Source: an optimization exercise on an open RTL-to-GDS flow (aim: small area, a short achievable clock period and few clock cycles). Production flows keep margins and buffers that such runs may drop.
Function was checked by simulation only, so behaviour that the tests miss may differ from the original.
Power is estimated from default activity; no workload was simulated.

### flow/config.mk
export PLATFORM = sky130hd
export DESIGN_NAME = instruction_hazard_detector_top
export DESIGN_NICKNAME = instruction_hazard_detector_top
export VERILOG_FILES = /design/flow/design.v
export SDC_FILE = /design/flow/constraint.sdc
export NUM_CORES = 4
export LEC_CHECK = 0
export ABC_CLOCK_PERIOD_IN_PS = 2000
export CAP_MARGIN = 20
export CORE_MARGIN = 2
export CORE_UTILIZATION = 50
export SETUP_SLACK_MARGIN = 2.5
export SLEW_MARGIN = 20
export TNS_END_PERCENT = 0
### flow/constraint.sdc
create_clock -name core_clock -period 4.5 [get_ports {clock}]
set_input_delay 0.9000 -clock core_clock [delete_from_list [all_inputs] [get_ports {clock}]]
set_output_delay 0.9000 -clock core_clock [all_outputs]
set_load 0.01 [all_outputs]
### flow/run.sh
#!/bin/bash
# synth_recipe.tcl (not shown) runs the flow's synth.tcl, then flattens the netlist and writes it again
# the make line also repeats each setting of config.mk as NAME=value (left out here)
make -C /OpenROAD-flow-scripts/flow DESIGN_CONFIG=/design/flow/config.mk WORK_HOME=/design/flow/orfs CLKGATE_MAP_FILE= SYNTH_SCRIPT=/design/flow/synth_recipe.tcl finish
### flow/design.v
`timescale 1ns / 1ps
`default_nettype none
package hdc_pkg;
   localparam int WINDOW_DEPTH = 16;
   localparam int IDX_W        = $clog2(WINDOW_DEPTH);
   localparam int COUNT_W      = $clog2(WINDOW_DEPTH + 1);
   localparam int REG_W  = 5;
   localparam int KIND_W = 3;
   localparam int OIDX_W = 4;
   localparam logic [KIND_W-1:0] KIND_RAW  = 3'd0;
   localparam logic [KIND_W-1:0] KIND_WAR  = 3'd1;
   localparam logic [KIND_W-1:0] KIND_WAW  = 3'd2;
   localparam logic [KIND_W-1:0] KIND_NONE = 3'd3;
   localparam logic [KIND_W-1:0] KIND_FULL = 3'd4;
   localparam int HIT_RAW = 0;
   localparam int HIT_WAR = 1;
   localparam int HIT_WAW = 2;
endpackage
`default_nettype wire
`timescale 1ns / 1ps
`default_nettype none
module hdc_cell (
   input  wire logic                      clock,
   input  wire logic                      wr_en,
   input  wire logic                      live,
   input  wire logic [hdc_pkg::REG_W-1:0] c_dst,
   input  wire logic                      c_dok,
   input  wire logic [hdc_pkg::REG_W-1:0] c_sa,
   input  wire logic                      c_aok,
   input  wire logic [hdc_pkg::REG_W-1:0] c_sb,
   input  wire logic                      c_bok,
   output logic [hdc_pkg::REG_W-1:0]      dst,
   output logic [2:0]                     hit
);
   logic [hdc_pkg::REG_W-1:0] e_dst, e_sa, e_sb;
   logic                      e_dok, e_aok, e_bok;
   always_ff @(posedge clock) begin
      if (wr_en) begin
         e_dst <= c_dst;
         e_dok <= c_dok;
         e_sa  <= c_sa;
         e_aok <= c_aok;
         e_sb  <= c_sb;
         e_bok <= c_bok;
      end
   end
   assign hit[hdc_pkg::HIT_RAW] = live && e_dok &&
                                  ((c_aok && e_dst == c_sa) || (c_bok && e_dst == c_sb));
   assign hit[hdc_pkg::HIT_WAR] = live && c_dok &&
                                  ((e_aok && e_sa == c_dst) || (e_bok && e_sb == c_dst));
   assign hit[hdc_pkg::HIT_WAW] = live && e_dok && c_dok && e_dst == c_dst;
   assign dst = e_dst;
endmodule
`default_nettype wire
`timescale 1ns / 1ps
`default_nettype none
module instruction_hazard_detector_top (
   input  wire logic                       clock,
   input  wire logic                       reset,
   input  wire logic                       req_valid,
   output logic                            req_stall,
   input  wire logic                       req_start_program,
   input  wire logic [hdc_pkg::REG_W-1:0]  req_dest_reg,
   input  wire logic                       req_dest_present,
   input  wire logic [hdc_pkg::REG_W-1:0]  req_src_a_reg,
   input  wire logic                       req_src_a_present,
   input  wire logic [hdc_pkg::REG_W-1:0]  req_src_b_reg,
   input  wire logic                       req_src_b_present,
   output logic                            rsp_valid,
   input  wire logic                       rsp_stall,
   output logic [hdc_pkg::KIND_W-1:0]      rsp_dep_kind,
   output logic [hdc_pkg::OIDX_W-1:0]      rsp_earlier_index,
   output logic [hdc_pkg::OIDX_W-1:0]      rsp_later_index,
   output logic [hdc_pkg::REG_W-1:0]       rsp_shared_reg,
   output logic                            rsp_last_result
);
   localparam int D  = hdc_pkg::WINDOW_DEPTH;
   localparam int N  = 3 * D;
   localparam int RW = hdc_pkg::KIND_W + 2 * hdc_pkg::OIDX_W + hdc_pkg::REG_W + 1;
   logic [hdc_pkg::COUNT_W-1:0] count_ff, count_in;
   logic                        qv_ff, qv_in;
   logic [N-1:0]                qhits_ff, qhits_in;
   logic                        qfull_ff, qfull_in;
   logic [hdc_pkg::REG_W-1:0]   qdst_ff, qdst_in;
   logic [hdc_pkg::IDX_W-1:0]   qlater_ff, qlater_in;
   logic [N-1:0]                pend_ff, pend_in;
   logic [D-1:0]                pany_ff, pany_in;      
   logic [D-1:0]                sel_ff, sel_in;        
   logic                        fullk_ff, fullk_in;    
   logic [hdc_pkg::REG_W-1:0]   cdst_ff, cdst_in;
   logic [hdc_pkg::IDX_W-1:0]   later_ff, later_in;
   logic                        busy_ff, busy_in;      
   logic                        single_ff, single_in;  
   logic                        ov_ff, ov_in;
   logic [hdc_pkg::REG_W-1:0]   dst0_ff, dst0_in;
   logic                        hv_ff, hv_in;
   logic [RW-1:0]               head_ff, head_in, item;
   logic [hdc_pkg::COUNT_W-1:0] eff_count;
   logic [hdc_pkg::IDX_W-1:0]   pos;
   logic                        full, accept, hfree, move, qmove;
   logic                        hits_one, pend_two;
   logic [N-1:0]                hits, clr;
   logic [D-1:0]                qany, pany_mv, one_left;
   logic [hdc_pkg::REG_W*D-1:0] dsts;
   logic [2:0]                  kind_sel;
   logic [hdc_pkg::IDX_W-1:0]   sel_idx;
   logic [hdc_pkg::REG_W-1:0]   sel_dst;
   logic [hdc_pkg::KIND_W-1:0]  it_kind;
   logic [hdc_pkg::OIDX_W-1:0]  it_early, it_late;
   logic [hdc_pkg::REG_W-1:0]   it_sh;
   logic                        it_last;
   function automatic logic [D-1:0] lowest(input logic [D-1:0] v);
      logic [D-1:0] r;
      for (int i = 0; i < D; i++) begin
         r[i] = v[i] && !(|(v & D'((1 << i) - 1)));
      end
      lowest = r;
   endfunction
   assign hfree     = !hv_ff || !rsp_stall;
   assign move      = busy_ff && hfree;
   assign qmove     = qv_ff && (!busy_ff || (single_ff && move));
   assign req_stall = qv_ff && !qmove;
   assign accept    = req_valid && !req_stall;
   assign eff_count = req_start_program ? '0 : count_ff;
   assign full      = eff_count == hdc_pkg::COUNT_W'(D);
   assign pos       = eff_count[hdc_pkg::IDX_W-1:0];
   logic [D-1:0] wr_en;
   always_comb begin
      for (int i = 0; i < D; i++) begin
         if (i == 0) begin
            wr_en[i] = req_start_program ? accept : (count_ff == '0);
         end else begin
            wr_en[i] = !req_start_program && count_ff == hdc_pkg::COUNT_W'(i) &&
                       (!ov_ff || !req_stall);
         end
      end
   end
   for (genvar i = 0; i < D; i++) begin : g_cell
      hdc_cell u_cell (
         .clock (clock),
         .wr_en (wr_en[i]),
         .live  (hdc_pkg::COUNT_W'(i) < eff_count),
         .c_dst (req_dest_reg),
         .c_dok (req_dest_present),
         .c_sa  (req_src_a_reg),
         .c_aok (req_src_a_present),
         .c_sb  (req_src_b_reg),
         .c_bok (req_src_b_present),
         .dst   (dsts[hdc_pkg::REG_W*i +: hdc_pkg::REG_W]),
         .hit   (hits[3*i +: 3])
      );
   end
   always_comb begin
      logic [D-1:0] ha, hm, pa, pm, pt;
      for (int i = 0; i < D; i++) begin
         logic h0, h1, h2, p0, p1, p2;
         {h2, h1, h0} = qhits_ff[3*i +: 3];
         {p2, p1, p0} = pend_ff[3*i +: 3];
         ha[i] = h0 | h1 | h2;
         hm[i] = (h0 & h1) | (h0 & h2) | (h1 & h2);
         pa[i] = pany_ff[i];
         pm[i] = (p0 & p1) | (p0 & p2) | (p1 & p2);
         pt[i] = p0 & p1 & p2;
      end
      for (int l = 1; l <= 4; l++) begin
         for (int j = 0; j < (D >> l); j++) begin
            hm[j] = hm[2*j] | hm[2*j+1] | (ha[2*j] & ha[2*j+1]);
            ha[j] = ha[2*j] | ha[2*j+1];
            pt[j] = pt[2*j] | pt[2*j+1] | (pm[2*j] & pa[2*j+1]) | (pa[2*j] & pm[2*j+1]);
            pm[j] = pm[2*j] | pm[2*j+1] | (pa[2*j] & pa[2*j+1]);
            pa[j] = pa[2*j] | pa[2*j+1];
         end
      end
      hits_one = !hm[0];
      pend_two = !pt[0];
   end
   always_comb begin
      clr      = '0;
      kind_sel = '0;
      sel_idx  = '0;
      sel_dst  = '0;
      for (int i = 0; i < D; i++) begin
         logic [2:0] pk;
         pk[0] = pend_ff[3*i];
         pk[1] = pend_ff[3*i+1] && !pend_ff[3*i];
         pk[2] = !pend_ff[3*i+1] && !pend_ff[3*i];
         clr[3*i +: 3] = sel_ff[i] ? pk : 3'b000;
         kind_sel = kind_sel | clr[3*i +: 3];
         sel_idx  = sel_idx | (sel_ff[i] ? hdc_pkg::IDX_W'(i) : '0);
         if (i == 0) begin
            sel_dst = sel_dst | (sel_ff[i] ? (ov_ff ? dst0_ff : dsts[0 +: hdc_pkg::REG_W]) : '0);
         end else begin
            sel_dst = sel_dst | (sel_ff[i] ? dsts[hdc_pkg::REG_W*i +: hdc_pkg::REG_W] : '0);
         end
         one_left[i] = (pend_ff[3*i] && (pend_ff[3*i+1] || pend_ff[3*i+2])) ||
                       (pend_ff[3*i+1] && pend_ff[3*i+2]);
         qany[i] = |qhits_ff[3*i +: 3];
      end
      pany_mv = pany_ff & ~(sel_ff & ~one_left);
   end
   always_comb begin
      if (busy_ff && !(|pany_ff)) begin
         it_kind  = fullk_ff ? hdc_pkg::KIND_FULL : hdc_pkg::KIND_NONE;
         it_early = '0;
         it_late  = fullk_ff ? '0 : later_ff;
         it_sh    = '0;
         it_last  = 1'b1;
      end else begin
         it_early = sel_idx;
         it_late  = later_ff;
         it_last  = single_ff;
         if (kind_sel[hdc_pkg::HIT_RAW]) begin
            it_kind = hdc_pkg::KIND_RAW;
            it_sh   = sel_dst;
         end else if (kind_sel[hdc_pkg::HIT_WAR]) begin
            it_kind = hdc_pkg::KIND_WAR;
            it_sh   = cdst_ff;
         end else begin
            it_kind = hdc_pkg::KIND_WAW;
            it_sh   = cdst_ff;
         end
      end
      item = {it_kind, it_early, it_late, it_sh, it_last};
   end
   always_comb begin
      count_in  = count_ff;
      qv_in     = qv_ff && !qmove;
      qhits_in  = qhits_ff;
      qfull_in  = qfull_ff;
      qdst_in   = qdst_ff;
      qlater_in = qlater_ff;
      pend_in   = pend_ff;
      pany_in   = pany_ff;
      sel_in    = sel_ff;
      ov_in     = ov_ff && !qmove;
      dst0_in   = dst0_ff;
      fullk_in  = fullk_ff;
      cdst_in   = cdst_ff;
      later_in  = later_ff;
      busy_in   = busy_ff;
      single_in = single_ff;
      if (move) begin
         pend_in   = pend_ff & ~clr;
         pany_in   = pany_mv;
         sel_in    = lowest(pany_mv);
         busy_in   = !single_ff;
         single_in = pend_two;
      end
      if (qmove) begin
         pend_in   = qhits_ff;
         pany_in   = qany;
         sel_in    = lowest(qany);
         busy_in   = 1'b1;
         single_in = hits_one;
         fullk_in  = qfull_ff;
         cdst_in   = qdst_ff;
         later_in  = qlater_ff;
      end
      if (!req_stall) begin
         qv_in     = req_valid;
         qhits_in  = full ? '0 : hits;
         qfull_in  = full;
         qdst_in   = req_dest_reg;
         qlater_in = pos;
      end
      if (accept) begin
         count_in  = full ? eff_count : eff_count + hdc_pkg::COUNT_W'(1);
         if (!full && pos == '0) begin
            ov_in   = 1'b1;
            dst0_in = dsts[0 +: hdc_pkg::REG_W];
         end
      end
      hv_in   = hfree ? move : hv_ff;
      head_in = hfree ? item : head_ff;
   end
   always_ff @(posedge clock) begin
      if (reset) begin
         count_ff  <= '0;
         qv_ff     <= 1'b0;
         pend_ff   <= '0;
         pany_ff   <= '0;
         busy_ff   <= 1'b0;
         single_ff <= 1'b1;
         hv_ff     <= 1'b0;
      end else begin
         count_ff  <= count_in;
         qv_ff     <= qv_in;
         pend_ff   <= pend_in;
         pany_ff   <= pany_in;
         busy_ff   <= busy_in;
         single_ff <= single_in;
         hv_ff     <= hv_in;
      end
      qhits_ff  <= qhits_in;
      qfull_ff  <= qfull_in;
      qdst_ff   <= qdst_in;
      qlater_ff <= qlater_in;
      sel_ff    <= sel_in;
      fullk_ff  <= fullk_in;
      cdst_ff   <= cdst_in;
      later_ff  <= later_in;
      ov_ff     <= ov_in;
      dst0_ff   <= dst0_in;
      head_ff   <= head_in;
   end
   assign rsp_valid = hv_ff;
   assign {rsp_dep_kind, rsp_earlier_index, rsp_later_index, rsp_shared_reg, rsp_last_result} = head_ff;
endmodule
`default_nettype wire
==> results.json, run 1 <==
{
  "status": "complete, no violations",
  "fillers": 3767,
  "synth_top_area_share_pct": 51.5,
  "dieArea_um2": 47700,
  "wl_per_cell_um": 27.8,
  "synthTopCellsByArea": "edfxtp_1 (52%), xor2_1 (12%), dfxtp_1 (6.5%), xnor2_1 (3.1%), nand3_1 (2.6%)",
  "power_mw": 9.85,
  "clockRootBuffer": "clkbuf_16",
  "drc_errors": 0,
  "p_leak_nw": 8.98,
  "multi_input_area_um2": 9300,
  "wl_mm": 73.6,
  "cp_max_fo": 9,
  "ant_nets": 0,
  "rsz0062_at_grt": "yes",
  "cts_sinks": 468,
  "ir_drop_mv": 0.358,
  "crit_start": "sel_ff[10]",
  "routed_via_density": 6.30,
  "vias": 16700,
  "finalClockSkew_ps": 13.7,
  "grt_max_degree": 60,
  "async_flop_share_pct": 0,
  "clk_latency_ps": 590,
  "required_ps": 4820,
  "dieWidth_um": 218,
  "seqPwrFrac_pct": 49.3,
  "first_pass_iters": 9,
  "fin_ws_ps": 2090,
  "end_kind": "register",
  "layout.area.seq_um2": 13300,
  "syn_avg_cell_area_um2": 11.8,
  "final_layout_size_suffix_gt1_share_pct": 13.8,
  "power.density_nw_per_um2": 374,
  "first_global_vias": 16000,
  "die_h_um": 218,
  "worst_slew_pin_slew_ps": 1040,
  "rows": 78,
  "pre_cts_ws_ps": 977,
  "start_util_pct": 50.6,
  "synth_area_um2": 23000,
  "cts_tree": "done",
  "netlist_top_cells_count": "edfxtp_1 (394), xor2_1 (320), nand3_1 (121)",
  "timing.final.crit_share_pct": 53.6,
  "hold_viol_final": 0,
  "r2r_start": "sel_ff[10]",
  "period_needed_ps": 2410,
  "hpwl_mm": 51.9,
  "synth_top_area_cell": "edfxtp_1",
  "arrival_ps": 2730,
  "synth-seq-cells": 468,
  "antenna_found_initial": 3,
  "syn_to_final_growth_pct": 14.6,
  "grt_overflow_total": 0,
  "finalSetupViolations": 0,
  "yosysSeqAreaShare_pct": 58.0,
  "htreeDepth": 2,
  "synth_nets": 1966,
  "clkTransAtPathRegs_ps": 60,
  "p_int_mw": 7.52,
  "power.switching_mw": 2.32,
  "slew_headroom_pct": 30.5,
  "slew_violations": 0,
  "port_buffers": 41,
  "grt_pass1_wl_mm": 108,
  "clkPwrFrac_pct": 43.0,
  "final.setup.tns_ps": 0,
  "grt_usage_pct": 30.9,
  "final_cells": 2649,
  "clk_path_buf_depth": 3,
  "nets": 2033,
  "max_freq_mhz": 414,
  "ys_types": 80,
  "hold_path_class": "reg2reg",
  "power_frac_comb_pct": 7.7,
  "synth.most_common_cell": "edfxtp_1",
  "cts_made_buffers": 50,
  "yosys_warnings": 2,
  "drv_cap": 0,
  "boundaryPins": 42,
  "synthFlopType": "edfxtp_1",
  "syn_inst": 1941,
  "startpoint_type": "register",
  "drt_iter0_drc": 1733,
  "core_area_um2": 45400,
  "gp_congestion": 0.981,
  "synth_edf_count": 394,
  "placed_cells": 2526,
  "worst-setup-path-type": "reg2reg",
  "power.share.switching_pct": 23.6,
  "min_from": "qdst_ff[2]"
}
## sequential cells by signal, summed over array words and instances, names as in the netlist, 4 cells and up
name and count:
g_cell.u_cell.e_dst 80, g_cell.u_cell.e_sa 80, g_cell.u_cell.e_sb 80, pend_ff 48
qhits_ff 48, head_ff 17, g_cell.u_cell.e_aok 16, g_cell.u_cell.e_bok 16
g_cell.u_cell.e_dok 16, pany_ff 16, sel_ff 16, cdst_ff 5
count_ff 5, dst0_ff 5, qdst_ff 5, later_ff 4
qlater_ff 4
## cell families (layout without fill, tap and decap cells)
kind of cell | after synthesis | in the layout | synth area share [%]
adders and majority gates | 18 | 18 | 0.828
other | 0 | 1 | 0
DFF | 468 | 468 | 58.0
xor gates and xnor gates | 401 | 401 | 15.3
AOI/OAI and AO/OA | 356 | 356 | 10.8
buffers and inverters | 158 | 265 | 2.74
and+or+nand+nor | 533 | 533 | 12.1
muxes | 7 | 7 | 0.305
## power groups by stage
stage               Combinational (mW)  Sequential (mW)  Clock [mW]
global placement                 0.699             4.95           0
global route                     0.808             4.86        4.43
floorplan                        0.456             4.89           0
finish                           0.758             4.85        4.24
detailed placement               0.706             4.95           0
CTS                              0.727             4.86        4.28
## layout by cell type (no fill, tap or decap), drive strengths merged, types with 16 or more instances in the layout
cell type      netlist  layout
a211oi              45      45
a21oi               80      80
a22oi               43      43
buf                 34     118
clkbuf              91      59
clkdlybuf4s50        0      20
clkinv               1      24
dfxtp               74      74
edfxtp             394     394
inv                 31      32
maj3                16      16
nand2              119     119
nand3              123     123
nand4               20      20
nor2                72      72
nor3                36      36
nor4                91      91
o211ai              42      42
o21ai               44      44
xnor2               81      81
xor2               320     320
## layer usage
layer	global-route usage (%)	vias up	share of wire, %
met4	13.3	2	4.4
met2	49.3	829	47
li1	-	7379	-
met3	4.63	204	7.7
met1	42.3	8273	41
met5	0	-	0.015
## final timing paths
kind                      to  slack, ps  depth (start not counted)
setup / recovery  head_ff[5]       2090                          4
hold / removal    cdst_ff[2]        420                          0
setup reg to reg  head_ff[5]       2090                          4
hold reg to reg   cdst_ff[2]        420                          0
## per-stage QoR
stage | cell area (um2) | hold slack [ps] | util, %
2_1_floorplan | 23100 | 400 | -
3_3_place_gp | 24200 | 403 | 53.4
3_5_place_dp | 24200 | 405 | 53.4
4_1_cts | 26100 | 417 | 57.6
5_1_grt | 26300 | 422 | 58.0
6_report | 26300 | 416 | 58.0
## critical path: stages, from the launching register on
cell	delay, ps
edfxtp_1	640
a222oi_1	840
o2111ai_1	200
nor2_1	310
a211oi_1	140
## area by class of cell
cell class,count,share of cell area (%)
Antenna cell,1,0.00951
Clock inverter,33,1.33
Inverter,32,0.471
Tap cell,600,2.85
Timing Repair Buffer,141,4.35
Multi-Input combinational cell,1315,35.3
Clock buffer,59,5.04
Sequential cell,468,50.6
## what timing repair did
item                       CTS  global route
gates cloned                 0             0
buffers inserted            11            19
resized for setup           48            17
hold buffers                 0             0
setup endpoints to repair  539           449
pin swaps                    4             5
Testbench counts, summed over its fixed seeds: cycles 6,815.
==> run 2, diff against run 1 <==
==> flow/flow/run.sh (new file) <==
#!/bin/bash
# The standard layout, with plain buf_2 cells as port buffers and the resizer free to
# change a cell's footprint when it repairs timing (the platform's default keeps each
# cell's footprint, which leaves slow delay cells on the ports).
set -euo pipefail
bash standard.sh MATCH_CELL_FOOTPRINT=0 "BUFFER_PORTS_ARGS=-buffer_cell sky130_fd_sc_hd__buf_2" finish > make_finish.log 2>&1
==> flow/standard.sh (new file) <==
#!/bin/bash
# synth_recipe.tcl (not shown) runs the flow's synth.tcl, then flattens the netlist and writes it again
# the make line also repeats each setting of config.mk as NAME=value (left out here)
make -C /OpenROAD-flow-scripts/flow DESIGN_CONFIG=/design/flow/config.mk WORK_HOME=/design/flow/orfs CLKGATE_MAP_FILE= SYNTH_SCRIPT=/design/flow/synth_recipe.tcl "${@:-finish}"
removed: flow/run.sh
==> results.json, run 2 <==
{
  "status": "complete, no violations",
  "power_mw": 9.76,
  "cp_slowest_cell": "a222oi_1",
  "hpwl_mm": 50.5,
  "cts_sinks": 468,
  "grt_max_degree": 60,
  "wl_mm": 74.0,
  "yosys.area_share.simple_pct": 12.1,
  "grt_overflow_total": 0,
  "routed_via_density": 6.37,
  "wl_met1_mm": 30.7,
  "synth_area_um2": 23000,
  "gp_congestion": 0.963,
  "syn_avg_cell_area_um2": 11.8,
  "synthAdderAreaFrac_pct": 0.828,
  "antenna_found_initial": 0,
  "final.setup.tns_ps": 0,
  "vias": 16800,
  "synth.most_common_cell": "edfxtp_1",
  "wl_per_cell_um": 28.1,
  "hold_viol_final": 0,
  "slew_headroom_pct": 27.6,
  "synth_top_area_share_pct": 51.5,
  "max_freq_mhz": 409,
  "first_pass_iters": 6,
  "rsz0062_at_grt": "yes",
  "synth_top_family_by_area": "XOR/XNOR gates",
  "port_buffers": 41,
  "final_common_cell": "edfxtp_1",
  "die_h_um": 218,
  "synth-seq-cells": 468,
  "most-common-layout-cells": "edfxtp_1 (394), xor2_1 (320), nand3_1 (119)",
  "yosys_warnings": 2,
  "synth_edf_count": 394,
  "power.density_nw_per_um2": 373,
  "finalClockSkew_ps": 20.7,
  "antennaDiodeCount": 0,
  "slew_violations": 0,
  "yosysSeqAreaShare_pct": 58.0,
  "timing.final.crit_share_pct": 54.3,
  "synth_nets": 1966,
  "max_stage_delay_ps": 960,
  "fin_ws_ps": 2050,
  "cp_max_fo": 8,
  "hold_path_class": "reg2reg",
  "first_global_vias": 16000,
  "syn_inst": 1941,
  "synth_top_area_cell": "edfxtp_1",
  "startpoint_type": "register",
  "drt_iter0_drc": 2129,
  "syn_to_final_growth_pct": 13.8,
  "grt_pass1_wl_mm": 108,
  "top_layer_used": "met4",
  "routed-wl-met3_mm": 6.03,
  "dieWidth_um": 218,
  "worst-setup-path-type": "reg2reg",
  "drv_cap": 0,
  "nets": 2016,
  "finalSetupViolations": 0,
  "end_kind": "register",
  "cts_made_buffers": 51,
  "ys_types": 80,
  "synthTopCellsByArea": "edfxtp_1 (52%), xor2_1 (12%), dfxtp_1 (6.5%), xnor2_1 (3.1%), nand3_1 (2.6%)",
  "cts_tree": "done",
  "grt_usage_pct": 31.1,
  "dieArea_um2": 47700,
  "synthFlopType": "edfxtp_1",
  "reg.largest.list": "g_cell.u_cell.e_dst x80, g_cell.u_cell.e_sa x80, g_cell.u_cell.e_sb x80",
  "required_ps": 4830,
  "synth_compound_area_share_pct": 10.8,
  "fillers": 3749,
  "ir_drop_mv": 0.356,
  "wl_met2_mm": 33.9,
  "rows": 78,
  "clockRootBuffer": "clkbuf_16",
  "synthXorXnorAreaFrac_pct": 15.3,
  "boundaryPins": 42,
  "final_util_pct": 57.6,
  "drc_errors": 0,
  "ant_nets": 0,
  "synthMuxAreaShare_pct": 0.305,
  "period_needed_ps": 2450,
  "p_leak_nw": 8.87,
  "htreeDepth": 2,
  "clk_latency_ps": 610,
  "clkTransAtPathRegs_ps": 60,
  "clk_path_buf_depth": 3,
  "pre_cts_ws_ps": 762,
  "core_area_um2": 45400,
  "final_cells": 2630,
  "async_flop_share_pct": 0,
  "placed_cells": 2510,
  "final_layout_size_suffix_gt1_share_pct": 13.4,
  "arrival_ps": 2780,
  "path_cells": "a222oi_1, o2111ai_1, nor2_1, a211oi_1",
  "netlist_top_cells_count": "edfxtp_1 (394), xor2_1 (320), nand3_1 (121)",
  "start_util_pct": 50.6,
  "worst_slew_pin_slew_ps": 1090,
  "cts_hold_buf": 0
}
-- run 2: report_power, final --
part / internal [mW] / switching, mW
clock: 2.42 / 1.74
combinational: 0.242 / 0.501
sequential: 4.76 / 0.0879
-- run 2: worst paths after layout --
path                     end       start  slack, ps  cells after the start
hold reg to reg   cdst_ff[3]  qdst_ff[3]        420                      0
setup reg to reg  head_ff[5]  sel_ff[14]       2050                      4
setup / recovery  head_ff[5]  sel_ff[14]       2050                      4
hold / removal    cdst_ff[3]  qdst_ff[3]        420                      0
-- run 2: cell type report --
cell class	count	area, um2	share of cell area (%)
tap	600	751	2.87
clock inverter	26	270	1.03
clock buffer	66	1360	5.22
multi-input combinational	1315	9330	35.7
timing repair buffer	123	961	3.68
sequential	468	13300	51.0
inverter	32	125	0.479
-- run 2: metal layers --
metal  vias to the layer above  track usage (%)
met2                       820             48.7
li1                       7356                -
met3                       215             5.59
met5                         -                0
met4                         0             13.5
met1                      8366             42.5
-- run 2: worst max-delay path: cells and delay by family (launching register included) --
family | cells | cell delay [ps]
flops | 1 | 630
compound gates | 3 | 1280
simple gates | 1 | 250
-- run 2: per-stage QoR --
stage / area (um2) / hold WS, ps
3_5_place_dp: 24000 / 408
3_3_place_gp: 24000 / 402
2_1_floorplan: 23100 / 400
5_1_grt: 26100 / 430
6_report: 26100 / 419
4_1_cts: 26000 / 422
-- run 2: cells by family after synthesis --
group | after synthesis
xor+xnor | 401
buf+inv | 158
flops | 468
simple gates | 533
compound gates | 356
fa+ha+maj | 18
mux | 7
-- run 2: timing repair --
item / 4_1_cts / 5_1_grt
pin swaps: 9 / 6
resized for setup: 35 / 16
endpoints found under the setup margin: 480 / 481
setup buffers: 15 / 13
endpoints found under the hold margin: 0 / 0
==> run 3, diff against run 2 <==
--- a/flow/design.v
+++ b/flow/design.v
@@ -92,7 +92,7 @@
    logic                        busy_ff, busy_in;      
    logic                        single_ff, single_in;  
    logic                        ov_ff, ov_in;
-   logic [hdc_pkg::REG_W-1:0]   dst0_ff, dst0_in;
+   logic [hdc_pkg::REG_W-1:0]   dst0_ff, dst0_in, dst1_ff, dst1_in;
    logic                        hv_ff, hv_in;
    logic [RW-1:0]               head_ff, head_in, item;
    logic [hdc_pkg::COUNT_W-1:0] eff_count;
@@ -100,7 +100,8 @@
    logic                        full, accept, hfree, move, qmove;
    logic                        hits_one, pend_two;
    logic [N-1:0]                hits, clr;
-   logic [D-1:0]                qany, pany_mv, one_left;
+   logic [D-1:0]                qany, pany_mv, one_left, sel2;
+   logic                        sel_done;
    logic [hdc_pkg::REG_W*D-1:0] dsts;
    logic [2:0]                  kind_sel;
    logic [hdc_pkg::IDX_W-1:0]   sel_idx;
@@ -130,8 +131,7 @@
          if (i == 0) begin
             wr_en[i] = req_start_program ? accept : (count_ff == '0);
          end else begin
-            wr_en[i] = !req_start_program && count_ff == hdc_pkg::COUNT_W'(i) &&
-                       (!ov_ff || !req_stall);
+            wr_en[i] = !req_start_program && count_ff == hdc_pkg::COUNT_W'(i);
          end
       end
    end
@@ -189,6 +189,8 @@
          sel_idx  = sel_idx | (sel_ff[i] ? hdc_pkg::IDX_W'(i) : '0);
          if (i == 0) begin
             sel_dst = sel_dst | (sel_ff[i] ? (ov_ff ? dst0_ff : dsts[0 +: hdc_pkg::REG_W]) : '0);
+         end else if (i == 1) begin
+            sel_dst = sel_dst | (sel_ff[i] ? (ov_ff ? dst1_ff : dsts[hdc_pkg::REG_W +: hdc_pkg::REG_W]) : '0);
          end else begin
             sel_dst = sel_dst | (sel_ff[i] ? dsts[hdc_pkg::REG_W*i +: hdc_pkg::REG_W] : '0);
          end
@@ -196,7 +198,9 @@
                        (pend_ff[3*i+1] && pend_ff[3*i+2]);
          qany[i] = |qhits_ff[3*i +: 3];
       end
-      pany_mv = pany_ff & ~(sel_ff & ~one_left);
+      pany_mv  = pany_ff & ~(sel_ff & ~one_left);
+      sel_done = |(sel_ff & ~one_left);
+      sel2     = lowest(pany_ff & ~sel_ff);
    end
    always_comb begin
       if (busy_ff && !(|pany_ff)) begin
@@ -234,6 +238,7 @@
       sel_in    = sel_ff;
       ov_in     = ov_ff && !qmove;
       dst0_in   = dst0_ff;
+      dst1_in   = dst1_ff;
       fullk_in  = fullk_ff;
       cdst_in   = cdst_ff;
       later_in  = later_ff;
@@ -242,7 +247,7 @@
       if (move) begin
          pend_in   = pend_ff & ~clr;
          pany_in   = pany_mv;
-         sel_in    = lowest(pany_mv);
+         sel_in    = sel_done ? sel2 : sel_ff;
          busy_in   = !single_ff;
          single_in = pend_two;
       end
@@ -268,6 +273,7 @@
          if (!full && pos == '0) begin
             ov_in   = 1'b1;
             dst0_in = dsts[0 +: hdc_pkg::REG_W];
+            dst1_in = dsts[hdc_pkg::REG_W +: hdc_pkg::REG_W];
          end
       end
       hv_in   = hfree ? move : hv_ff;
@@ -301,6 +307,7 @@
       later_ff  <= later_in;
       ov_ff     <= ov_in;
       dst0_ff   <= dst0_in;
+      dst1_ff   <= dst1_in;
       head_ff   <= head_in;
    end
    assign rsp_valid = hv_ff;
==> flow/run.sh (new file) <==
#!/bin/bash
# synth_recipe.tcl (not shown) runs the flow's synth.tcl, then flattens the netlist and writes it again
# the make line also repeats each setting of config.mk as NAME=value (left out here)
make -C /OpenROAD-flow-scripts/flow DESIGN_CONFIG=/design/flow/config.mk WORK_HOME=/design/flow/orfs CLKGATE_MAP_FILE= SYNTH_SCRIPT=/design/flow/synth_recipe.tcl finish
removed: flow/flow/run.sh
removed: flow/standard.sh
==> results.json, run 3 <==
{
  "status": "complete, no violations",
  "ys_types": 71,
  "ir_drop_mv": 0.274,
  "wl_mm": 77.1,
  "routed_via_density": 6.40,
  "first_pass_iters": 6,
  "grt_max_degree": 73,
  "startpoint_type": "register",
  "syn_inst": 1931,
  "gp_congestion": 1.01,
  "path_cells": "buf_4, a221oi_1, nand3_1, a2111oi_4, a21oi_1",
  "fin_ws_ps": 2110,
  "grt_usage_pct": 32.6,
  "grt_overflow_total": 0,
  "netlist_top_cells_count": "edfxtp_1 (399), xor2_1 (311), nand3_1 (131)",
  "power_frac_comb_pct": 7.6,
  "placed_area_um2": 24200,
  "first_global_vias": 16500,
  "finalSetupViolations": 0,
  "design_area_um2": 26700,
  "path_buf_inv": 1,
  "syn_to_final_growth_pct": 16.6,
  "antenna_found_initial": 0,
  "cts_made_buffers": 51,
  "max_freq_mhz": 418,
  "cp_slowest_cell": "edfxtp_1",
  "start_util_pct": 50.6,
  "async_flop_share_pct": 0,
  "nets": 2080,
  "dieWidth_um": 218,
  "slew_violations": 0,
  "p_leak_nw": 9.18,
  "synth_top_family_by_area": "XOR/XNOR gates",
  "crit_family": "compound AO/OA/AOI/OAI gates",
  "hpwl_mm": 52.0,
  "power.switching_mw": 2.23,
  "synthAdderAreaFrac_pct": 0.960,
  "die_h_um": 218,
  "drc_errors": 0,
  "drv_cap": 0,
  "hold_viol_final": 0,
  "clockRootBuffer": "clkbuf_16",
  "rsz0062_at_grt": "yes",
  "grt_pass1_wl_mm": 113,
  "cts_sinks": 473,
  "synthTopCellsByArea": "edfxtp_1 (52%), xor2_1 (12%), dfxtp_1 (6.5%), xnor2_1 (3.4%), nand3_1 (2.9%)",
  "required_ps": 4820,
  "synthXorXnorAreaFrac_pct": 15.3,
  "hold_path_class": "reg2reg",
  "reg.largest.list": "g_cell.u_cell.e_dst x80, g_cell.u_cell.e_sa x80, g_cell.u_cell.e_sb x80",
  "final_layout_size_suffix_gt1_share_pct": 15.3,
  "final.setup.tns_ps": 0,
  "cts_hold_buf": 0,
  "clkTransAtPathRegs_ps": 60,
  "worst_slew_pin_slew_ps": 1120,
  "cp_max_fo": 6,
  "ant_nets": 0,
  "clk_latency_ps": 610,
  "synthMuxAreaShare_pct": 0.469,
  "dieArea_um2": 47600,
  "synth_area_um2": 22900,
  "period_needed_ps": 2390,
  "port_buffers": 41,
  "pre_cts_ws_ps": 661,
  "timing.final.crit_share_pct": 53.2,
  "end_kind": "register",
  "drt_iter0_drc": 2143,
  "cts_tree": "done",
  "seqPwrFrac_pct": 51.0,
  "boundaryPins": 42,
  "clk_path_buf_depth": 3,
  "syn_avg_cell_area_um2": 11.9,
  "vias": 17200,
  "synth.most_common_cell": "edfxtp_1",
  "slew_headroom_pct": 25.1,
  "power.density_nw_per_um2": 356,
  "final_util_pct": 59.1,
  "yosysSeqAreaShare_pct": 58.7,
  "synth_edf_count": 399,
  "yosys_warnings": 2,
  "worst-setup-path-type": "reg2reg",
  "synth_top_area_cell": "edfxtp_1",
  "synthFlopType": "edfxtp_1",
  "arrival_ps": 2710,
  "max_stage_delay_ps": 590,
  "power.share.switching_pct": 23.4,
  "synth_top_area_share_pct": 52.2,
  "yosys.area_share.simple_pct": 12.4,
  "power_mw": 9.53,
  "core_area_um2": 45300,
  "htreeDepth": 2,
  "clkPwrFrac_pct": 41.4,
  "synth_compound_area_share_pct": 9.91,
  "final_common_cell": "edfxtp_1",
  "wl_per_cell_um": 28.6,
  "p_int_mw": 7.30,
  "synth-seq-cells": 473,
  "rows": 78,
  "synth_nets": 1956,
  "most-common-layout-cells": "edfxtp_1 (399), xor2_1 (311), nand3_1 (127)",
  "finalClockSkew_ps": 22.6
}
## run 3: kinds of logic after synthesis
| family | Yosys count |
|---|---|
| compound gates | 340 |
| xor+xnor | 401 |
| fa+ha+maj | 21 |
| mux | 10 |
| buf+inv | 133 |
| simple gates | 553 |
| flops | 473 |
## run 3: final timing paths
| path | startpoint | cells after the start | to | slack, ps |
|---|---|---|---|---|
| worst max-delay path | sel_ff[13] | 5 | head_ff[4] | 2110 |
| worst min-delay path | qlater_ff[3] | 0 | later_ff[3] | 420 |
| worst max register to register | sel_ff[13] | 5 | head_ff[4] | 2110 |
| worst min register to register | qlater_ff[3] | 0 | later_ff[3] | 420 |
## run 3: routing by layer
layer  track usage (%)  vias to the layer above  wire (um)
li1                  -                     7484          -
met1              45.5                     8557      32100
met2              49.4                      957      34000
met3              7.07                      230       7430
met4              13.7                        0       3540
met5                 0                        -          0
## run 3: final cells by class
cell class,instances,area (um2)
Tap cell,600,751
Clock inverter,20,109
Multi-Input combinational cell,1326,9400
Inverter,29,114
Fill cell,3727,18500
Timing Repair Buffer,174,1470
Clock buffer,70,1430
Sequential cell,473,13500
Antenna cell,1,2.50
## run 3: per-stage QoR
stage / instances / hold WS, ps
floorplan: 1931 / 400
global placement: 2532 / 402
detailed placement: 2532 / 405
CTS: 2680 / 416
global route: 2692 / 426
finish: 2693 / 415
## run 3: power by group through the flow
stage                     sequential [mW]  clock [mW]  combinational [mW]
after floorplan                      4.93           0               0.385
after global placement               4.97           0               0.629
after detailed placement             4.97           0               0.636
after CTS                            4.86        3.98               0.701
after global routing                 4.87        4.15               0.760
final                                4.86        3.95               0.722
## run 3: what timing repair did
item / in CTS / in global routing
gates resized for setup: 108 / 21
pin swaps: 26 / 17
endpoints found under the hold margin: 0 / 0
setup buffers: 57 / 12
gates cloned: 1 / 0
setup endpoints to repair: 554 / 461
Testbench counts of run 3, summed over its fixed seeds: cycles 6,815.
==> run 4, diff against run 3 <==
--- a/flow/config.mk
+++ b/flow/config.mk
@@ -5,7 +5,7 @@
 export SDC_FILE = /design/flow/constraint.sdc
 export NUM_CORES = 4
 export LEC_CHECK = 0
-export ABC_CLOCK_PERIOD_IN_PS = 2000
+export ABC_AREA = 1
 export CAP_MARGIN = 20
 export CORE_MARGIN = 2
 export CORE_UTILIZATION = 50
==> results.json, run 4 <==
{
  "synth_edf_count": 399,
  "ir_drop_mv": 0.386,
  "boundaryPins": 42,
  "clkTransAtPathRegs_ps": 60,
  "synthTopCellsByArea": "edfxtp_1 (50%), dfxtp_1 (6.2%), nand2_1 (5.2%), inv_1 (4.0%), a21oi_1 (3.6%)",
  "syn_to_final_growth_pct": 13.2,
  "clk_latency_ps": 610,
  "grt_usage_pct": 32.5,
  "cp_max_fo": 10,
  "grt_overflow_total": 0,
  "yosys_warnings": 2,
  "cts_hold_buf": 0,
  "rows": 79,
  "drc_errors": 0,
  "syn_avg_cell_area_um2": 9.93,
  "worst_slew_pin_slew_ps": 906,
  "timing.final.crit_share_pct": 53.9,
  "syn_inst": 2396,
  "cts_tree": "done",
  "wl_mm": 81.2,
  "finalClockSkew_ps": 22.2,
  "hold_path_class": "reg2reg",
  "r2r_end": "sel_ff[12]",
  "die_h_um": 222,
  "required_ps": 4900,
  "status": "complete, no violations",
  "synth_top_area_cell": "edfxtp_1",
  "ys_types": 65,
  "final_layout_size_suffix_gt1_share_pct": 10.5,
  "r2r_start": "sel_ff[12]",
  "routed_via_density": 6.35,
  "synth-seq-cells": 473,
  "drt_iter0_drc": 2311,
  "netlist_top_cells_count": "edfxtp_1 (399), nand2_1 (332), inv_1 (255)",
  "dieArea_um2": 49300,
  "hold_viol_final": 0,
  "clk_path_buf_depth": 3,
  "synth_top_area_share_pct": 50.4,
  "dieWidth_um": 222,
  "reg.largest.list": "g_cell.u_cell.e_dst x80, g_cell.u_cell.e_sa x80, g_cell.u_cell.e_sb x80",
  "p_leak_nw": 9.88,
  "start_util_pct": 50.9,
  "final_cells": 3105,
  "grt_pass1_wl_mm": 118,
  "port_buffers": 41,
  "nets": 2483,
  "first_pass_iters": 6,
  "most-common-layout-cells": "edfxtp_1 (399), nand2_1 (332), inv_1 (249)",
  "htreeDepth": 2,
  "hpwl_mm": 54.6,
  "clockRootBuffer": "clkbuf_16",
  "worstRegToRegCells": 7,
  "synthFlopType": "edfxtp_1",
  "slew_headroom_pct": 39.6,
  "startpoint_type": "primary input",
  "placed_cells": 2990,
  "final_common_cell": "edfxtp_1",
  "final.setup.tns_ps": 0,
  "crit_start": "req_src_b_present",
  "vias": 19700,
  "antennaDiodeCount": 0,
  "async_flop_share_pct": 0,
  "slew_violations": 0,
  "end_kind": "register",
  "synth_nets": 2421,
  "cts_made_buffers": 51,
  "period_needed_ps": 2430,
  "synth.most_common_cell": "edfxtp_1",
  "max_freq_mhz": 412,
  "rrSetupSlack_ps": 2110,
  "ant_nets": 0,
  "rsz0062_at_grt": "yes",
  "finalSetupViolations": 0,
  "arrival_ps": 2820,
  "yosysSeqAreaShare_pct": 56.6,
  "synth_area_um2": 23800,
  "core_area_um2": 46800,
  "gp_congestion": 0.967,
  "antenna_found_initial": 0,
  "drv_cap": 0,
  "first_global_vias": 18400,
  "cp-endpoint": "qhits_ff[3]",
  "worst-setup-path-type": "in2reg",
  "grt_max_degree": 64,
  "power.density_nw_per_um2": 382,
  "cts_sinks": 473,
  "wl_per_cell_um": 26.2
}
[run 4: worst min-delay path by stage]
stage | from | end | slack [ps] | depth (start not counted)
after CTS | qdst_ff[3] | cdst_ff[3] | 420 | 0
after floorplan | qdst_ff[0] | cdst_ff[0] | 400 | 0
after detailed placement | qdst_ff[3] | cdst_ff[3] | 410 | 0
final | qdst_ff[2] | cdst_ff[2] | 420 | 0
after global routing | qdst_ff[3] | cdst_ff[3] | 430 | 0
after global placement | qdst_ff[0] | cdst_ff[0] | 400 | 0
[run 4: timing repair]
item | 4_1_cts | 5_1_grt
setup endpoints to repair | 551 | 516
setup buffers | 7 | 10
pin swaps | 4 | 1
resized for setup | 65 | 23
gates cloned | 4 | 1
[run 4: layout make-up]
class / instances / area [um2]
inverter: 281 / 1100
timing repair buffer: 114 / 1000
fill: 4023 / 19800
tap: 607 / 759
multi-input combinational: 1534 / 8870
timing repair inverter: 3 / 20.0
clock buffer: 54 / 1290
clock inverter: 39 / 425
sequential: 473 / 13500
[run 4: cells by family after synthesis]
| group | count (synthesis) | share of synthesized area, % |
|---|---|---|
| buffers and inverters | 390 | 6.78 |
| flip-flops | 473 | 56.6 |
| AND/OR/NAND/NOR | 760 | 14.8 |
| adder cells (fa/ha/maj) | 3 | 0.147 |
| XOR/XNOR | 124 | 4.57 |
| AO/OA/AOI/OAI | 646 | 17.1 |
[run 4: stage by stage]
stage	cell area (um2)	power [mW]	setup slack, ps	utilization [%]	hold slack [ps]
2_1_floorplan	23800	5.59	1470	-	400
3_3_place_gp	24900	5.99	935	53.3	400
3_5_place_dp	24900	6.00	850	53.3	405
4_1_cts	26800	10.3	2160	57.3	420
5_1_grt	26900	10.6	2110	57.6	431
6_report	26900	10.3	2070	57.6	417
[run 4: power breakdown]
part | leakage, nW | total, mW | switching, mW | internal, mW
clock network | 0.839 | 4.34 | 1.76 | 2.58
logic | 4.61 | 0.994 | 0.705 | 0.289
registers | 4.44 | 4.97 | 0.103 | 4.86
total | 9.88 | 10.3 | 2.57 | 7.73
[run 4: per-layer routing]
| metal | routed length (um) | GRT usage (%) |
|---|---|---|
| met1 | 32000 | 43.9 |
| met2 | 36000 | 50.5 |
| met4 | 5160 | 17.8 |
| met3 | 8080 | 4.88 |
| met5 | 0 | 0 |
[run 4: critical path, stage by stage]
cell and delay (ps):
clkdlybuf4s15_1 650, inv_1 410, a21oi_1 420, nand4_1 140
a21oi_1 290
==> run 5, diff against run 4 <==
--- a/flow/config.mk
+++ b/flow/config.mk
@@ -5,10 +5,10 @@
 export SDC_FILE = /design/flow/constraint.sdc
 export NUM_CORES = 4
 export LEC_CHECK = 0
-export ABC_AREA = 1
+export ABC_CLOCK_PERIOD_IN_PS = 1700
 export CAP_MARGIN = 20
 export CORE_MARGIN = 2
 export CORE_UTILIZATION = 50
-export SETUP_SLACK_MARGIN = 2.5
+export SETUP_SLACK_MARGIN = 3.0
 export SLEW_MARGIN = 20
 export TNS_END_PERCENT = 0
==> results.json, run 5 <==
{
  "max_freq_mhz": 418,
  "dieArea_um2": 47600,
  "synth-seq-cells": 473,
  "placed_area_um2": 24200,
  "layout.area.seq_um2": 13500,
  "yosys.area_share.simple_pct": 12.4,
  "busiest_layer": "met2",
  "die_h_um": 218,
  "power.share.switching_pct": 23.4,
  "synthXorXnorAreaFrac_pct": 15.3,
  "boundaryPins": 42,
  "grt_use_met1_pct": 45.5,
  "vias": 17200,
  "gp_congestion": 1.01,
  "grt_pass1_wl_mm": 113,
  "grt_max_degree": 73,
  "start_util_pct": 50.6,
  "design_area_um2": 26700,
  "clockRootBuffer": "clkbuf_16",
  "async_flop_share_pct": 0,
  "clk_path_buf_depth": 3,
  "ys_types": 71,
  "final_layout_size_suffix_gt1_share_pct": 15.3,
  "slew_headroom_pct": 25.1,
  "cts_hold_buf": 0,
  "worst_slew_pin_slew_ps": 1120,
  "fillers": 3727,
  "power_frac_comb_pct": 7.6,
  "reg.largest.list": "g_cell.u_cell.e_dst x80, g_cell.u_cell.e_sa x80, g_cell.u_cell.e_sb x80",
  "drv_cap": 0,
  "power.switching_mw": 2.23,
  "grt_use_met2_pct": 49.4,
  "worst-setup-path-type": "reg2reg",
  "final_common_cell": "edfxtp_1",
  "ir_drop_mv": 0.274,
  "hold_path_class": "reg2reg",
  "antenna_found_initial": 0,
  "multi_input_area_um2": 9400,
  "min_from": "qlater_ff[3]",
  "core_area_um2": 45300,
  "finalClockSkew_ps": 22.6,
  "hold_viol_final": 0,
  "hold_end": "later_ff[3]",
  "hpwl_mm": 52.0,
  "drc_errors": 0,
  "worstRegToRegCells": 5,
  "timing.final.crit_share_pct": 53.2,
  "clkTransAtPathRegs_ps": 60,
  "synth_edf_count": 399,
  "wl_mm": 77.1,
  "final.setup.tns_ps": 0,
  "final_util_pct": 59.1,
  "synth.most_common_cell": "edfxtp_1",
  "hold_depth": 0,
  "syn_avg_cell_area_um2": 11.9,
  "r2r_end": "head_ff[4]",
  "period_needed_ps": 2390,
  "cp_max_fo": 6,
  "nets": 2080,
  "first_pass_iters": 6,
  "cts_sinks": 473,
  "htreeDepth": 2,
  "ant_nets": 0,
  "slew_violations": 0,
  "cts_tree": "done",
  "yosys_warnings": 2,
  "clk_latency_ps": 610,
  "synthMuxAreaShare_pct": 0.469,
  "p_leak_nw": 9.18,
  "routed_via_density": 6.40,
  "rrSetupSlack_ps": 2110,
  "wl_per_cell_um": 28.6,
  "yosysSeqAreaShare_pct": 58.7,
  "grtUsageMet3_pct": 7.07,
  "required_ps": 4820,
  "rsz0062_at_grt": "yes",
  "end_kind": "register",
  "synth_top_area_share_pct": 52.2,
  "clkPwrFrac_pct": 41.4,
  "port_buffers": 41,
  "startpoint_type": "register",
  "synth_area_um2": 22900,
  "syn_inst": 1931,
  "most-common-layout-cells": "edfxtp_1 (399), xor2_1 (311), nand3_1 (127)",
  "synth_top_family_by_area": "XOR/XNOR gates",
  "arrival_ps": 2710,
  "first_global_vias": 16500,
  "synth_compound_area_share_pct": 9.91,
  "r2r_start": "sel_ff[13]",
  "seqPwrFrac_pct": 51.0,
  "p_int_mw": 7.30,
  "synthTopCellsByArea": "edfxtp_1 (52%), xor2_1 (12%), dfxtp_1 (6.5%), xnor2_1 (3.4%), nand3_1 (2.9%)",
  "synth_top_area_cell": "edfxtp_1",
  "netlist_top_cells_count": "edfxtp_1 (399), xor2_1 (311), nand3_1 (131)",
  "finalSetupViolations": 0,
  "synthFlopType": "edfxtp_1",
  "drt_iter0_drc": 2143,
  "grt_usage_pct": 32.6,
  "synthAdderAreaFrac_pct": 0.960,
  "cts_made_buffers": 51,
  "syn_to_final_growth_pct": 16.6,
  "dieWidth_um": 218,
  "status": "complete, no violations",
  "power.density_nw_per_um2": 356,
  "rows": 78,
  "synth_nets": 1956,
  "grt_overflow_total": 0
}
[run 5: changes by cell type after synthesis, moves of 73 or more]
cell     change
nor4_1      +73
o22ai_1     -93
inv_1      -227
nor2_1     -135
nand2_1    -202
o21ai_0    -127
xor2_1     +261
[run 5: layout make-up]
class	count	area share, %
Antenna cell	1	0.00935
Timing Repair Buffer	174	5.49
Sequential cell	473	50.4
Tap cell	600	2.81
Clock inverter	20	0.407
Inverter	29	0.426
Clock buffer	70	5.35
Multi-Input combinational cell	1326	35.1
[run 5: timing repair]
| item | 4_1_cts | 5_1_grt |
|---|---|---|
| gates resized for setup | 108 | 21 |
| setup buffers | 57 | 12 |
| setup endpoints to repair | 603 | 636 |
| cloned | 1 | 0 |
| pin swaps | 26 | 17 |
[run 5: cell families (layout without fill, tap and decap cells)]
group,after synthesis,after routing
AO/OA/AOI/OAI,340,340
XOR/XNOR,401,401
adder cells (fa/ha/maj),21,21
buffers and inverters,133,293
flip-flops,473,473
multiplexers,10,10
other,0,1
AND/OR/NAND/NOR,553,554
[run 5: power groups by stage]
| stage | clock, mW | combinational [mW] | sequential (mW) |
|---|---|---|---|
| 2_1_floorplan | 0 | 0.385 | 4.93 |
| 6_report | 3.95 | 0.722 | 4.86 |
| 3_3_place_gp | 0 | 0.629 | 4.97 |
| 5_1_grt | 4.15 | 0.760 | 4.87 |
| 3_5_place_dp | 0 | 0.636 | 4.97 |
| 4_1_cts | 3.98 | 0.701 | 4.86 |
[run 5: how the worst max path moves through the flow]
stage | slack [ps] | from | cells past startpoint | end
after floorplan | 1870 | rsp_stall | 3 | req_stall
after global placement | 880 | req_start_program | 9 | qhits_ff[6]
after detailed placement | 660 | req_start_program | 9 | qhits_ff[6]
after CTS | 2150 | rsp_stall | 5 | req_stall
after global routing | 2080 | qhits_ff[31] | 7 | single_ff
final | 2110 | sel_ff[13] | 5 | head_ff[4]
[run 5: routing by layer]
layer / part of all wire (%) / vias to the layer above
met1: 42 / 8557
met5: 0 / -
met3: 9.6 / 230
met2: 44 / 957
li1: - / 7484
met4: 4.6 / 0
[run 5: worst max-delay path, cell delays in order (launching register included)]
cell	delay [ps]
edfxtp_1	590
buf_4	280
a221oi_1	330
nand3_1	200
a2111oi_4	530
a21oi_1	190
[run 5: stage by stage]
step	setup WS [ps]	hold WS [ps]	cells	total power [mW]
after floorplan	1870	400	1931	5.31
after global placement	881	402	2532	5.60
after detailed placement	661	405	2532	5.61
after CTS	2150	416	2680	9.54
after global routing	2080	426	2692	9.78
final	2110	415	2693	9.53
==> run 6, diff against run 5 <==
--- a/flow/config.mk
+++ b/flow/config.mk
@@ -5,10 +5,12 @@
 export SDC_FILE = /design/flow/constraint.sdc
 export NUM_CORES = 4
 export LEC_CHECK = 0
-export ABC_CLOCK_PERIOD_IN_PS = 1700
+export ABC_CLOCK_PERIOD_IN_PS = 2000
 export CAP_MARGIN = 20
 export CORE_MARGIN = 2
 export CORE_UTILIZATION = 50
-export SETUP_SLACK_MARGIN = 3.0
+export CTS_CLUSTER_DIAMETER = 100
+export CTS_CLUSTER_SIZE = 30
+export SETUP_SLACK_MARGIN = 2.5
 export SLEW_MARGIN = 20
 export TNS_END_PERCENT = 0
==> results.json, run 6 <==
{
  "final_util_pct": 57.1,
  "clockRootBuffer": "clkbuf_16",
  "hpwl_mm": 52.0,
  "first_global_vias": 16100,
  "path_cells": "buf_4, a221oi_1, nand3_1, a2111oi_1, buf_4, a21oi_1",
  "start_util_pct": 50.6,
  "synth_edf_count": 399,
  "synthMuxAreaShare_pct": 0.469,
  "rows": 78,
  "power.density_nw_per_um2": 304,
  "boundaryPins": 42,
  "seqPwrFrac_pct": 61.7,
  "first_pass_iters": 6,
  "cp_max_fo": 6,
  "synth.most_common_cell": "edfxtp_1",
  "synthAdderAreaFrac_pct": 0.960,
  "timing.final.crit_share_pct": 52.5,
  "clkPwrFrac_pct": 29.1,
  "synth_top_area_share_pct": 52.2,
  "hold_path_class": "reg2reg",
  "ant_nets": 0,
  "synth_nets": 1956,
  "routed_via_density": 6.42,
  "final.setup.tns_ps": 0,
  "async_flop_share_pct": 0,
  "most-common-layout-cells": "edfxtp_1 (399), xor2_1 (311), buf_4 (127)",
  "placed_cells": 2532,
  "htreeDepth": 1,
  "timing.hold.ws_ps": 429,
  "final_common_cell": "edfxtp_1",
  "clk_path_buf_depth": 3,
  "dieArea_um2": 47600,
  "netlist_top_cells_count": "edfxtp_1 (399), xor2_1 (311), nand3_1 (131)",
  "status": "complete, no violations",
  "yosysSeqAreaShare_pct": 58.7,
  "synthTopCellsByArea": "edfxtp_1 (52%), xor2_1 (12%), dfxtp_1 (6.5%), xnor2_1 (3.4%), nand3_1 (2.9%)",
  "synth_top_area_cell": "edfxtp_1",
  "nets": 2052,
  "clk_latency_ps": 570,
  "synthXorXnorAreaFrac_pct": 15.3,
  "dieWidth_um": 218,
  "drc_errors": 0,
  "finalClockSkew_ps": 19.5,
  "end_kind": "register",
  "max_stage_delay_ps": 600,
  "pre_cts_ws_ps": 661,
  "wl_mm": 76.0,
  "worst_slew_pin_slew_ps": 1100,
  "power.share.switching_pct": 24.3,
  "power_frac_comb_pct": 9.2,
  "syn_to_final_growth_pct": 12.7,
  "drv_cap": 0,
  "arrival_ps": 2690,
  "cts_made_buffers": 20,
  "reg.largest.list": "g_cell.u_cell.e_dst x80, g_cell.u_cell.e_sa x80, g_cell.u_cell.e_sb x80",
  "synth_compound_area_share_pct": 9.91,
  "wl_per_cell_um": 28.8,
  "period_needed_ps": 2360,
  "max_freq_mhz": 423,
  "rsz0062_at_grt": "yes",
  "drt_iter0_drc": 2182,
  "p_int_mw": 5.95,
  "fin_ws_ps": 2140,
  "yosys.area_share.simple_pct": 12.4,
  "ys_types": 71,
  "slew_violations": 0,
  "cts_sinks": 473,
  "cp_slowest_cell": "edfxtp_1",
  "slew_headroom_pct": 26.2,
  "required_ps": 4830,
  "ir_drop_mv": 0.314,
  "synthFlopType": "edfxtp_1",
  "grt_usage_pct": 31.9,
  "vias": 17000,
  "power.switching_mw": 1.91,
  "core_area_um2": 45300,
  "antenna_found_initial": 1,
  "grt_overflow_total": 0,
  "grt_pass1_wl_mm": 111,
  "startpoint_type": "register",
  "clkTransAtPathRegs_ps": 120,
  "die_h_um": 218,
  "syn_avg_cell_area_um2": 11.9,
  "syn_inst": 1931,
  "yosys_warnings": 2,
  "grt_max_degree": 73,
  "final_layout_size_suffix_gt1_share_pct": 14.1,
  "synth-seq-cells": 473,
  "synth_area_um2": 22900,
  "gp_congestion": 1.01,
  "synth_top_family_by_area": "XOR/XNOR gates",
  "worst-setup-path-type": "reg2reg",
  "final_cells": 2643,
  "finalSetupViolations": 0,
  "hold_viol_final": 0,
  "cts_tree": "done",
  "port_buffers": 41,
  "crit_top_cell": "buf_4",
  "p_leak_nw": 8.73
}
[run 6: cell counts after synthesis]
Identical to the previous run, type by type.
[run 6: final timing paths]
kind	slack, ps	from	to	cells after the start
max	2140	sel_ff[5]	head_ff[5]	6
min	430	qlater_ff[3]	later_ff[3]	0
max reg2reg	2140	sel_ff[5]	head_ff[5]	6
min reg2reg	430	qlater_ff[3]	later_ff[3]	0
[run 6: repair_timing]
| item | CTS | global route |
|---|---|---|
| setup endpoints to repair | 554 | 465 |
| pin swaps | 23 | 13 |
| buffers inserted | 57 | 16 |
| hold buffers | 0 | 0 |
| resized for setup | 96 | 28 |
[run 6: stage by stage]
stage / power (mW) / cell area [um2]
2_1_floorplan: 5.31 / 23000
3_3_place_gp: 5.60 / 24200
3_5_place_dp: 5.61 / 24200
4_1_cts: 7.87 / 25600
5_1_grt: 8.08 / 25800
6_report: 7.87 / 25800
[run 6: final cells by class]
type                            count  area [um2]
Clock buffer                       30         569
Sequential cell                   473       13500
Fill cell                        3836       19400
Multi-Input combinational cell   1325        9390
Inverter                           29         114
Clock inverter                      6        45.0
Antenna cell                        2        5.00
Tap cell                          600         751
Timing Repair Buffer              178        1490
[run 6: worst max-delay path: cells and delay by family (launching register included)]
family	cells	cell delay, ps
simple gates	1	100
flops	1	600
compound gates	3	890
buf+inv	2	520
[run 6: cells by family (layout without fill, tap and decap cells)]
group / after synthesis / in the layout
xor gates and xnor gates: 401 / 401
DFF: 473 / 473
buffers and inverters: 133 / 243
other: 0 / 2
and+or+nand+nor: 553 / 553
AOI/OAI and AO/OA: 340 / 340
muxes: 10 / 10
adders and majority gates: 21 / 21
[run 6: layer usage]
layer  up-vias  share of wire (%)  GRT usage (%)  routed length [um]
met4         0                4.8           12.7                3660
met2       923                 44           48.5               33300
li1       7387                  -              -                   -
met1      8437                 42           45.4               31800
met5         -                  0              0                   0
met3       215                9.5           5.82                7250
[run 6: power by group through the flow]
stage          combinational [mW]  sequential [mW]  clock, mW
2_1_floorplan               0.385             4.93          0
3_3_place_gp                0.629             4.97          0
3_5_place_dp                0.636             4.97          0
4_1_cts                     0.704             4.85       2.31
5_1_grt                     0.765             4.86       2.46
6_report                    0.726             4.85       2.29
==> run 7, diff against run 6 <==
--- a/flow/config.mk
+++ b/flow/config.mk
@@ -10,7 +10,7 @@
 export CORE_MARGIN = 2
 export CORE_UTILIZATION = 50
 export CTS_CLUSTER_DIAMETER = 100
-export CTS_CLUSTER_SIZE = 30
+export CTS_CLUSTER_SIZE = 25
 export SETUP_SLACK_MARGIN = 2.5
 export SLEW_MARGIN = 20
 export TNS_END_PERCENT = 0
==> results.json, run 7 <==
{
  "synthTopCellsByArea": "edfxtp_1 (52%), xor2_1 (12%), dfxtp_1 (6.5%), xnor2_1 (3.4%), nand3_1 (2.9%)",
  "clk_latency_ps": 580,
  "fin_ws_ps": 2110,
  "reg.largest.list": "g_cell.u_cell.e_dst x80, g_cell.u_cell.e_sa x80, g_cell.u_cell.e_sb x80",
  "syn_avg_cell_area_um2": 11.9,
  "first_global_vias": 16200,
  "drc_errors": 0,
  "max_stage_delay_ps": 590,
  "rows": 78,
  "finalClockSkew_ps": 16.1,
  "most-common-layout-cells": "edfxtp_1 (399), xor2_1 (311), nand3_1 (127)",
  "dieWidth_um": 218,
  "htreeDepth": 1,
  "nets": 2048,
  "clkPwrFrac_pct": 30.0,
  "synth.most_common_cell": "edfxtp_1",
  "cts_sinks": 473,
  "arrival_ps": 2700,
  "synth_top_area_share_pct": 52.2,
  "netlist_top_cells_count": "edfxtp_1 (399), xor2_1 (311), nand3_1 (131)",
  "rrSetupSlack_ps": 2110,
  "grt_max_degree": 73,
  "clockRootBuffer": "clkbuf_16",
  "die_h_um": 218,
  "r2r_start": "sel_ff[13]",
  "synth_edf_count": 399,
  "drt_iter0_drc": 1941,
  "async_flop_share_pct": 0,
  "crit_cells": 6,
  "worst-setup-path-type": "reg2reg",
  "boundaryPins": 42,
  "rsz0062_at_grt": "yes",
  "wl_per_cell_um": 28.9,
  "ys_types": 71,
  "placed_cells": 2532,
  "wl_mm": 76.3,
  "synth_top_area_cell": "edfxtp_1",
  "fillers": 3815,
  "core_area_um2": 45300,
  "clkTransAtPathRegs_ps": 100,
  "ant_nets": 0,
  "grt_overflow_total": 0,
  "crit_top_cell": "buf_4",
  "yosysSeqAreaShare_pct": 58.7,
  "period_needed_ps": 2390,
  "final_layout_size_suffix_gt1_share_pct": 13.9,
  "ir_drop_mv": 0.305,
  "yosys_warnings": 2,
  "routed_via_density": 6.39,
  "cp_slowest_cell": "edfxtp_1",
  "final.setup.tns_ps": 0,
  "finalSetupViolations": 0,
  "start_util_pct": 50.6,
  "final_common_cell": "edfxtp_1",
  "cts_made_buffers": 23,
  "slew_headroom_pct": 26.8,
  "p_leak_nw": 8.72,
  "drv_cap": 0,
  "power.share.switching_pct": 24.3,
  "clk_path_buf_depth": 3,
  "vias": 16900,
  "seqPwrFrac_pct": 60.9,
  "hold_path_class": "reg2reg",
  "synthFlopType": "edfxtp_1",
  "cp-endpoint": "head_ff[3]",
  "end_kind": "register",
  "grt_usage_pct": 32.1,
  "crit_family": "compound AO/OA/AOI/OAI gates",
  "syn_to_final_growth_pct": 12.7,
  "timing.final.crit_share_pct": 53.1,
  "status": "complete, no violations",
  "max_freq_mhz": 419,
  "port_buffers": 41,
  "gp_congestion": 1.01,
  "cts_tree": "done",
  "grt_pass1_wl_mm": 111,
  "power.density_nw_per_um2": 308,
  "synth-seq-cells": 473,
  "path_cells": "buf_4, a221oi_1, nand3_1, a2111oi_1, buf_4, a21oi_1",
  "r2r_end": "head_ff[3]",
  "slew_violations": 0,
  "hpwl_mm": 52.0,
  "path_buf_inv": 2,
  "pre_cts_ws_ps": 661,
  "synth_area_um2": 22900,
  "antenna_found_initial": 0,
  "cp_max_fo": 6,
  "p_int_mw": 6.03,
  "syn_inst": 1931,
  "synth_nets": 1956,
  "power_frac_comb_pct": 9.1,
  "required_ps": 4810,
  "dieArea_um2": 47600,
  "crit_start": "sel_ff[13]",
  "hold_viol_final": 0,
  "final_cells": 2640,
  "layout.area.seq_um2": 13500,
  "power.switching_mw": 1.94,
  "startpoint_type": "register",
  "worst_slew_pin_slew_ps": 1100,
  "multi_input_area_um2": 9390,
  "worstRegToRegCells": 6,
  "power_mw": 7.97,
  "first_pass_iters": 7,
  "timing.hold.ws_ps": 425
}
[run 7: cell count changes in the layout (fill, tap and decap cells not counted), sizes merged]
cell	before	now
buf	149	145
clkbuf	36	39
clkdlybuf4s50	14	17
clkinv	4	5
diode	2	1
dlygate4sd2	7	4
inv	30	28
[run 7: cell families after synthesis]
family / after synthesis / share of synthesized area (%)
mux: 10 / 0.469
fa+ha+maj: 21 / 0.960
simple gates: 553 / 12.4
compound gates: 340 / 9.91
flops: 473 / 58.7
buf+inv: 133 / 2.21
xor+xnor: 401 / 15.3
[run 7: through the flow]
| stage | cell area (um2) | util, % |
|---|---|---|
| 6_report | 25800 | 57.1 |
| 5_1_grt | 25800 | 57.1 |
| 4_1_cts | 25700 | 56.7 |
| 3_5_place_dp | 24200 | 53.5 |
| 3_3_place_gp | 24200 | 53.5 |
| 2_1_floorplan | 23000 | - |
[run 7: area by class of cell]
| type | instances | area share (%) |
|---|---|---|
| Clock inverter | 5 | 0.136 |
| Tap cell | 600 | 2.90 |
| Timing Repair Buffer | 171 | 5.56 |
| Multi-Input combinational cell | 1325 | 36.3 |
| Clock buffer | 36 | 2.45 |
| Antenna cell | 1 | 0.00968 |
| Sequential cell | 473 | 52.2 |
| Inverter | 29 | 0.440 |
[run 7: what timing repair did]
| item | 4_1_cts | 5_1_grt |
|---|---|---|
| resized for setup | 92 | 28 |
| hold buffers | 0 | 0 |
| setup buffers | 55 | 11 |
| endpoints found under the setup margin | 554 | 461 |
| pin swaps | 21 | 14 |
[run 7: metal layers]
metal  wire, um  vias to the layer above  track usage [%]  share of wire [%]
met3       6640                      203             5.66                8.7
met4       3430                        0             12.4                4.5
met1      32300                     8449             45.7                 42
met5          0                        -                0                  0
li1           -                     7375                -                  -
met2      33800                      831             49.1                 44
[run 7: how the worst min path moves through the flow]
stage | startpoint | end | slack (ps) | cells past startpoint
after floorplan | qdst_ff[0] | cdst_ff[0] | 400 | 0
after CTS | qlater_ff[3] | later_ff[3] | 430 | 0
after global routing | qdst_ff[2] | cdst_ff[2] | 440 | 0
after detailed placement | qlater_ff[3] | later_ff[3] | 400 | 0
final | qlater_ff[3] | later_ff[3] | 430 | 0
after global placement | qdst_ff[1] | cdst_ff[1] | 400 | 0
[run 7: power groups by stage]
stage / sequential [mW] / clock (mW) / combinational (mW)
2_1_floorplan: 4.93 / 0 / 0.385
4_1_cts: 4.85 / 2.42 / 0.703
3_3_place_gp: 4.97 / 0 / 0.629
6_report: 4.85 / 2.39 / 0.723
3_5_place_dp: 4.97 / 0 / 0.636
5_1_grt: 4.86 / 2.56 / 0.762

-- re-timing with driven ports --
Ports are ideal in the flow. The routed layouts listed here were re-timed in OpenROAD. Step 1: set_driving_cell puts a clkbuf_16 on clock and a buf_2 on each other input, an assumption about the parent block. Step 2 moves the port delays by t, midway between the first and last clock arrival at a register: inputs arrive t later, outputs are due t later. That takes back most of the time a late clock gives input paths. a / b / c = ideal ports / drivers / drivers and shift; a / b = the first two.
run | t (ns) | setup WS [ns] | clock arrival spread, ns
run 1 | 0.644 | 2.086 / 2.055 / 1.530 | 0.014 / 0.014
run 2 | 0.664 | 2.054 / 2.041 / 1.478 | 0.022 / 0.022
run 3 | 0.657 | 2.107 / 2.102 / 1.540 | 0.023 / 0.023
run 4 | 0.654 | 2.074 / 2.094 / 1.456 | 0.024 / 0.024
run 5 | 0.657 | 2.107 / 2.102 / 1.540 | 0.023 / 0.023
run 6 | 0.620 | 2.136 / 2.109 / 1.630 | 0.023 / 0.024
run 7 | 0.630 | 2.111 / 2.103 / 1.567 | 0.016 / 0.016
After both steps every run listed still meets setup and hold. The setup slack of run 4, which loses most, moves by +0.020 ns with the drivers and by -0.618 ns with both steps.
